This design comes from an exercise in tuning for small area and a short achievable clock period on the open sky130 flow, not from production work. The RTL was checked by simulation tests, not by an equivalence proof against the original design. No activity file was given, so power comes from the tool's default toggle rates.

v7:
==> flow/design.v (excerpt) <==
module maf_rr_scheduler (
  input  logic        clk,
  input  logic        rst,
  input  logic [3:0]  in_valid,
  input  logic [39:0] in_data,
  output logic [3:0]  in_ready,
  input  logic [3:0]  clr,
  output logic        out_valid,
  input  logic        out_ready,
  output logic [9:0]  out_data,
  output logic [1:0]  out_ch,
  output logic        out_primed
);
For scale: roughly 660 flip-flops, roughly 69 I/O pins, roughly 0.026 sq mm of cells after synthesis.
Settings: LEC_CHECK=0, CAP_MARGIN=20, CORE_MARGIN=2, CORE_UTILIZATION=65, CTS_BUF_LIST=sky130_fd_sc_hd__clkbuf_16, CTS_CLUSTER_DIAMETER=120, CTS_CLUSTER_SIZE=24, SLEW_MARGIN=20; clock period 17.0 ns.
standard.sh (not shown) runs the stock make flow with config.mk's settings and CLKGATE_MAP_FILE= SYNTH_SCRIPT=/design/flow/synth_recipe.tcl, a recipe that flattens the netlist after the stock synthesis.
==> flow/flow/run.sh <==
#!/bin/bash
# Standard layout (the standard.sh, unchanged synthesis), with:
#  - repair_timing aiming for a larger setup slack, so the achieved clock
#    period (not just the 17 ns target) is optimised;
#  - port buffers of a plain buf_2 cell (the resizer still sizes them).
set -euo pipefail
bash standard.sh SETUP_SLACK_MARGIN=9 "BUFFER_PORTS_ARGS=-buffer_cell sky130_fd_sc_hd__buf_2" finish > standard.log 2>&1
v7 finished every stage and its layout cleared the timing, design-rule and antenna checks.
Modified inputs, v22 compared to v7
--- a/flow/design.v
+++ b/flow/design.v
@@ -130,13 +130,13 @@
       rr_g   = rr_g   | (gnt[i] ? rr[i]           : 7'd0);
       dd_g   = dd_g   | (gnt[i] ? dd[i]           : 7'd0);
       sd_g   = sd_g   | (gnt[i] ? sd[i]           : 6'd0);
     end
     primed = |go;
   end
-  logic [19:0] ad_t, cs_r, ad_r, cs_a, ad_y, cs_n1, ad_n;
+  logic [19:0] ad_t, cs_r, ad_r, cs_a, ad_y, cs_n1, cs_n2, ad_n;
   logic [6:0]  t, po, r_new;
   logic [9:0]  y, quot, q_new;
   logic        nz;
   assign ad_t  = cadd10({3'b0, rr_g}, {4'b0, sd_g});
   assign t     = ad_t[6:0];
   assign nz = !(t == 7'd0 || t == 7'd15 || t == 7'd30 || t == 7'd45);
@@ -188,16 +188,15 @@
     y = {({8{sm}} & ahm) | ({8{sp}} & ahp) | ({8{s0}} & ah), yl};
   end
   assign quot  = y ^ 10'h200;
   assign po    = {3'b0, o_g[3:0]} + {3'b0, o_g[7:4]} + {5'b0, o_g[9:8]};
   assign ad_r  = cadd10({3'b0, t}, {3'b111, ~po});
   assign r_new = ad_r[16:10];
-  logic [6:0] ob;
-  assign ob    = {1'b0, o_g[9:4]} + {5'b0, o_g[9:8]};
-  assign cs_n1 = csa10(cs_a[9:0], cs_a[19:10], ~{3'b0, ob}, 1'b1);
-  assign ad_n  = cadd10(cs_n1[9:0], cs_n1[19:10]);
+  assign cs_n1 = csa10(cs_a[9:0], cs_a[19:10], ~{4'b0, o_g[9:4]}, 1'b1);
+  assign cs_n2 = csa10(cs_n1[9:0], cs_n1[19:10], ~{8'b0, o_g[9:8]}, 1'b1);
+  assign ad_n  = cadd10(cs_n2[9:0], cs_n2[19:10]);
   assign q_new = ad_n[9:0];
   always_ff @(posedge clk) begin
     for (int i = 0; i < 4; i++)
       if (take && gnt[i]) begin
         hist_q[i] <= {hist_q[i][12:0], samp[i]};
         q_q[i]    <= q_new;
### Flow results
- Area after synthesis: v22 vs v7 up about 0.4%
- Compared with v7, in v22 share of total power in the clock network moved down; number of vias after detailed routing moved up; fraction of registers with async set or reset after synthesis level; period utilization moved down; synthesized cell count moved up.
- As far as aggregate negative setup slack goes, v7 and v22 are indistinguishable; the numbers are identical.

========
The RTL this note starts from:
==> flow/design.v <==
module maf_rr_scheduler (
  input  logic        clk,
  input  logic        rst,
  input  logic [3:0]  in_valid,
  input  logic [39:0] in_data,
  output logic [3:0]  in_ready,
  input  logic [3:0]  clr,
  output logic        out_valid,
  input  logic        out_ready,
  output logic [9:0]  out_data,
  output logic [1:0]  out_ch,
  output logic        out_primed
);
  localparam logic [9:0] Q0 = 10'd477;
  localparam logic [6:0] R0 = 7'd13;
  function automatic logic [19:0] cadd10(input logic [9:0] a, input logic [9:0] b);
    logic [9:0] g, p, gg, pp, s0, s1;
    g  = a & b;
    p  = a ^ b;
    gg = g;
    pp = p;
    for (int l = 0; l < 4; l++) begin
      for (int i = 0; i < 10; i++) begin
        if (((i >> l) & 1) == 1) begin
          gg[i] = gg[i] | (pp[i] & gg[((i >> l) << l) - 1]);
          pp[i] = pp[i] & pp[((i >> l) << l) - 1];
        end
      end
    end
    s0[0] = p[0];
    s1[0] = ~p[0];
    for (int i = 1; i < 10; i++) begin
      s0[i] = p[i] ^ gg[i-1];
      s1[i] = p[i] ^ (gg[i-1] | pp[i-1]);
    end
    cadd10 = {s1, s0};
  endfunction
  function automatic logic [19:0] csa10(input logic [9:0] a, input logic [9:0] b,
                                        input logic [9:0] c, input logic ci);
    logic [9:0] s, k;
    s = a ^ b ^ c;
    k = (a & b) | (a & c) | (b & c);
    csa10 = {k[8:0], ci, s};
  endfunction
  function automatic logic [15:0] incdec8(input logic [7:0] x);
    logic [7:0] ci, bi;
    ci[0] = 1'b1;
    bi[0] = 1'b1;
    for (int i = 1; i < 8; i++) begin
      ci[i] = ci[i-1] & x[i-1];
      bi[i] = bi[i-1] & ~x[i-1];
    end
    incdec8 = {x ^ bi, x ^ ci};
  endfunction
  logic [3:0][13:0][9:0] hist_q;
  logic [3:0][9:0]       q_q;
  logic [3:0][6:0]       r_q;
  logic [3:0][3:0]       fill_q;
  logic [1:0]            last_q;
  logic [3:0]            lasth_q;    
  logic        out_valid_q;
  logic [9:0]  out_data_q;
  logic [1:0]  out_ch_q;
  logic        out_primed_q;
  logic [3:0] elig, gnt;
  logic [1:0] grant;
  logic       found, space, take, accept;
  assign elig  = in_valid & ~clr;
  assign found = |elig;
  always_comb begin
    case (last_q)
      2'd0:    gnt = elig[1] ? 4'b0010 : elig[2] ? 4'b0100 : elig[3] ? 4'b1000 : elig[0] ? 4'b0001 : 4'b0000;
      2'd1:    gnt = elig[2] ? 4'b0100 : elig[3] ? 4'b1000 : elig[0] ? 4'b0001 : elig[1] ? 4'b0010 : 4'b0000;
      2'd2:    gnt = elig[3] ? 4'b1000 : elig[0] ? 4'b0001 : elig[1] ? 4'b0010 : elig[2] ? 4'b0100 : 4'b0000;
      default: gnt = elig[0] ? 4'b0001 : elig[1] ? 4'b0010 : elig[2] ? 4'b0100 : elig[3] ? 4'b1000 : 4'b0000;
    endcase
  end
  assign grant    = {gnt[3] | gnt[2], gnt[3] | gnt[1]};
  assign space    = !out_valid_q || out_ready;
  assign take     = found && space;
  assign accept   = take && !rst;
  always_comb begin
    for (int i = 0; i < 4; i++) begin
      logic blk;
      blk = 1'b0;
      for (int j = 0; j < 4; j++)
        for (int l = 0; l < 4; l++)
          if (j != i && ((j - l + 3) % 4) < ((i - l + 3) % 4))
            blk = blk | (elig[j] & lasth_q[l]);
      in_ready[i] = elig[i] & !blk & space & !rst;
    end
  end
  logic [3:0][9:0] samp;
  logic [3:0][6:0] rr, dd;
  logic [3:0][5:0] sd;
  logic [3:0]      prim, empty;
  always_comb begin
    for (int i = 0; i < 4; i++) begin
      samp[i]  = in_data[10*i +: 10] ^ 10'h200;
      prim[i]  = fill_q[i][3] & fill_q[i][2] & fill_q[i][1];
      empty[i] = fill_q[i] == 4'd0;
      rr[i]    = empty[i] ? 7'd13 :
                 {{4{r_q[i][6]}}, r_q[i][6:4]} + {3'b0, r_q[i][3:0]};
      dd[i]    = {1'b0, samp[i][9:4]} + {5'b0, samp[i][9:8]};
      sd[i]    = {2'b0, samp[i][3:0]} + {2'b0, samp[i][7:4]} + {4'b0, samp[i][9:8]};
    end
  end
  logic [3:0] gq, go;
  logic       ge, gp;
  logic [9:0] q_g, o_g;
  logic [5:0] sd_g;
  logic [6:0] rr_g, dd_g;
  logic [2:0] rh_g;
  logic       primed;
  always_comb begin
    gq     = gnt & ~empty;
    go     = gnt & prim;
    ge     = |(gnt & empty);
    gp     = |(gnt & ~prim);
    q_g    = ge ? Q0 : 10'd0;
    rh_g   = ge ? R0[6:4] : 3'd0;
    o_g    = gp ? 10'd512 : 10'd0;
    rr_g   = '0;
    dd_g   = '0;
    sd_g   = '0;
    for (int i = 0; i < 4; i++) begin
      q_g    = q_g    | (gq[i]  ? q_q[i]          : 10'd0);
      rh_g   = rh_g   | (gq[i]  ? r_q[i][6:4]     : 3'd0);
      o_g    = o_g    | (go[i]  ? hist_q[i][13]   : 10'd0);
      rr_g   = rr_g   | (gnt[i] ? rr[i]           : 7'd0);
      dd_g   = dd_g   | (gnt[i] ? dd[i]           : 7'd0);
      sd_g   = sd_g   | (gnt[i] ? sd[i]           : 6'd0);
    end
    primed = |go;
  end
  logic [19:0] ad_t, cs_r, ad_r, cs_a, ad_y, cs_n1, cs_n2, ad_n;
  logic [6:0]  t, po, r_new;
  logic [9:0]  y, quot, q_new;
  logic        nz;
  assign ad_t  = cadd10({3'b0, rr_g}, {4'b0, sd_g});
  assign t     = ad_t[6:0];
  assign nz = !(t == 7'd0 || t == 7'd15 || t == 7'd30 || t == 7'd45);
  logic [9:0]      a;
  logic [7:0]      ah;
  logic [1:0]      al;
  logic [15:0]     id_a;
  logic [7:0]      ahm, ahp;
  logic [5:0][9:0] cand;
  logic [4:0]      fo;
  assign cs_a  = csa10(q_g, {{7{rh_g[2]}}, rh_g}, {3'b0, dd_g}, 1'b0);
  assign ad_y  = cadd10(cs_a[9:0], cs_a[19:10]);
  assign a     = ad_y[9:0];
  assign ah    = a[9:2];
  assign al    = a[1:0];
  assign id_a  = incdec8(ah);
  assign ahp   = id_a[7:0];
  assign ahm   = id_a[15:8];
  always_comb begin
    cand[0] = {(al == 2'd0) ? ahm : ah, al - 2'd1};
    cand[1] = a;
    cand[2] = {(al == 2'd3) ? ahp : ah, al + 2'd1};
    cand[3] = {al[1]        ? ahp : ah, ~al[1], al[0]};
    cand[4] = {(al != 2'd0) ? ahp : ah, al - 2'd1};
    cand[5] = {ahp, al};
    fo[0] = t[6];
    fo[1] = !t[6] && t < 7'd15;
    fo[2] = !t[6] && t >= 7'd15 && t < 7'd30;
    fo[3] = !t[6] && t >= 7'd30 && t < 7'd45;
    fo[4] = !t[6] && t >= 7'd45;
    y = '0;
    for (int f = 0; f < 5; f++)
      if (fo[f])
        y = y | ((nz && !cand[f][9]) ? cand[f+1] : cand[f]);
  end
  assign quot  = y ^ 10'h200;
  assign po    = {3'b0, o_g[3:0]} + {3'b0, o_g[7:4]} + {5'b0, o_g[9:8]};
  assign ad_r  = cadd10({3'b0, t}, {3'b111, ~po});
  assign r_new = ad_r[16:10];
  assign cs_n1 = csa10(cs_a[9:0], cs_a[19:10], ~{4'b0, o_g[9:4]}, 1'b1);
  assign cs_n2 = csa10(cs_n1[9:0], cs_n1[19:10], ~{8'b0, o_g[9:8]}, 1'b1);
  assign ad_n  = cadd10(cs_n2[9:0], cs_n2[19:10]);
  assign q_new = ad_n[9:0];
  always_ff @(posedge clk) begin
    for (int i = 0; i < 4; i++)
      if (take && gnt[i]) begin
        hist_q[i] <= {hist_q[i][12:0], samp[i]};
        q_q[i]    <= q_new;
        r_q[i]    <= r_new;
      end
  end
  always_ff @(posedge clk or posedge rst) begin
    if (rst) begin
      fill_q       <= '0;
      last_q       <= 2'd3;
      lasth_q      <= 4'b1000;
      out_valid_q  <= 1'b0;
      out_data_q   <= '0;
      out_ch_q     <= '0;
      out_primed_q <= 1'b0;
    end else begin
      for (int i = 0; i < 4; i++) begin
        if (clr[i])
          fill_q[i] <= '0;
        else if (take && gnt[i] && fill_q[i] != 4'd15)
          fill_q[i] <= fill_q[i] + 4'd1;
      end
      if (take) begin
        last_q       <= grant;
        lasth_q      <= gnt;
        out_valid_q  <= 1'b1;
        out_data_q   <= quot;
        out_ch_q     <= grant;
        out_primed_q <= primed;
      end else if (out_ready) begin
        out_valid_q  <= 1'b0;
      end
    end
  end
  assign out_valid  = out_valid_q;
  assign out_data   = out_data_q;
  assign out_ch     = out_ch_q;
  assign out_primed = out_primed_q;
endmodule
==> flow/config.mk <==
export PLATFORM = sky130hd
export DESIGN_NAME = maf_rr_scheduler
export DESIGN_NICKNAME = maf_rr_scheduler
export VERILOG_FILES = /design/flow/design.v
export SDC_FILE = /design/flow/constraint.sdc
export NUM_CORES = 4
export LEC_CHECK = 0
export CAP_MARGIN = 20
export CORE_MARGIN = 2
export CORE_UTILIZATION = 65
export CTS_BUF_LIST = sky130_fd_sc_hd__clkbuf_16
export CTS_CLUSTER_DIAMETER = 120
export CTS_CLUSTER_SIZE = 24
export SLEW_MARGIN = 20
==> flow/constraint.sdc <==
create_clock -name core_clock -period 17.0 [get_ports {clk}]
set_input_delay 3.4000 -clock core_clock [delete_from_list [all_inputs] [get_ports {clk}]]
set_output_delay 3.4000 -clock core_clock [all_outputs]
set_load 0.01 [all_outputs]
Scripts as last shown in full above: flow/flow/run.sh
Rerun with:
--- a/flow/design.v
+++ b/flow/design.v
@@ -132,47 +132,27 @@
       sd_g   = sd_g   | (gnt[i] ? sd[i]           : 6'd0);
     end
     primed = |go;
   end
-  logic [19:0] ad_t, cs_r, ad_r, cs_a, ad_y, cs_n1, cs_n2, ad_n;
+  logic [19:0] ad_t, cs_r, ad_r, cs_a, cs_y, ad_y, cs_n1, cs_n2, ad_n;
   logic [6:0]  t, po, r_new;
   logic [9:0]  y, quot, q_new;
+  logic [2:0]  ft;
   logic        nz;
   assign ad_t  = cadd10({3'b0, rr_g}, {4'b0, sd_g});
   assign t     = ad_t[6:0];
-  assign nz = !(t == 7'd0 || t == 7'd15 || t == 7'd30 || t == 7'd45);
-  logic [9:0]      a;
-  logic [7:0]      ah;
-  logic [1:0]      al;
-  logic [15:0]     id_a;
-  logic [7:0]      ahm, ahp;
-  logic [5:0][9:0] cand;
-  logic [4:0]      fo;
+  always_comb begin
+    if (t[6])              ft = 3'b111;
+    else if (t >= 7'd45)   ft = 3'd3;
+    else if (t >= 7'd30)   ft = 3'd2;
+    else if (t >= 7'd15)   ft = 3'd1;
+    else                   ft = 3'd0;
+    nz = !(t == 7'd0 || t == 7'd15 || t == 7'd30 || t == 7'd45);
+  end
   assign cs_a  = csa10(q_g, {{7{rh_g[2]}}, rh_g}, {3'b0, dd_g}, 1'b0);
-  assign ad_y  = cadd10(cs_a[9:0], cs_a[19:10]);
-  assign a     = ad_y[9:0];
-  assign ah    = a[9:2];
-  assign al    = a[1:0];
-  assign id_a  = incdec8(ah);
-  assign ahp   = id_a[7:0];
-  assign ahm   = id_a[15:8];
-  always_comb begin
-    cand[0] = {(al == 2'd0) ? ahm : ah, al - 2'd1};
-    cand[1] = a;
-    cand[2] = {(al == 2'd3) ? ahp : ah, al + 2'd1};
-    cand[3] = {al[1]        ? ahp : ah, ~al[1], al[0]};
-    cand[4] = {(al != 2'd0) ? ahp : ah, al - 2'd1};
-    cand[5] = {ahp, al};
-    fo[0] = t[6];
-    fo[1] = !t[6] && t < 7'd15;
-    fo[2] = !t[6] && t >= 7'd15 && t < 7'd30;
-    fo[3] = !t[6] && t >= 7'd30 && t < 7'd45;
-    fo[4] = !t[6] && t >= 7'd45;
-    y = '0;
-    for (int f = 0; f < 5; f++)
-      if (fo[f])
-        y = y | ((nz && !cand[f][9]) ? cand[f+1] : cand[f]);
-  end
+  assign cs_y  = csa10(cs_a[9:0], cs_a[19:10], {{7{ft[2]}}, ft}, 1'b0);
+  assign ad_y  = cadd10(cs_y[9:0], cs_y[19:10]);
+  assign y     = (nz && !ad_y[9]) ? ad_y[19:10] : ad_y[9:0];
   assign quot  = y ^ 10'h200;
   assign po    = {3'b0, o_g[3:0]} + {3'b0, o_g[7:4]} + {5'b0, o_g[9:8]};
   assign ad_r  = cadd10({3'b0, t}, {3'b111, ~po});
   assign r_new = ad_r[16:10];
Result:
- The new run went through all stages and came out clean
- sequential power barely changes
- wire length went down by 9.8%
- non-clock buffer count decreases by 54
- critical path depth goes down by 1
- first-iteration DRC count drops by 9.0%
- via count decreases by 9.6%
- synthesized area fell by 3.2%
- cell area falls by 5.7%
- worst setup slack gets worse by 0.57 ns
- power falls by 5.8%
- clock power stays flat
- synthesized cell count goes down by 6.2%
- die area went down by 3.1%

## re-timing with driven ports
The flow's constraints put no driver on any port. The routed layouts listed below were extracted and timed again, unchanged, in two steps. Step 1 sets driving cells, clkbuf_16 on the clock port and buf_2 on the other inputs (assumed; they add their load-dependent delay and slew). Step 2, shift: input delay + t, output delay - t, t = (earliest + latest rising clock arrival at the registers) / 2. This alone moves slack from input paths to output paths. Three values: no drivers, after step 1, after step 2; two values: the first two.
run	t (ns)	slack for setup (ns)	worst hold slack (ns)	worst setup path at the end	worst data-port slew with drivers (ns)
v7	0.650	8.246 / 8.250 / 7.600	0.408 / 0.408 / 0.408	input to register	0.06
v22	0.668	8.578 / 8.578 / 7.910	0.404 / 0.404 / 0.404	input to register	0.09
the first run of note 2	0.672	8.698 / 8.711 / 8.039	0.408 / 0.408 / 0.408	input to register	0.06
the second run of note 2	0.659	8.123 / 8.135 / 7.477	0.411 / 0.411 / 0.411	input to register	0.06
After both steps setup and hold are still met in every run listed. The setup slack of v22, which loses most, moves by 0.000 ns with the drivers and by -0.668 ns with both steps.
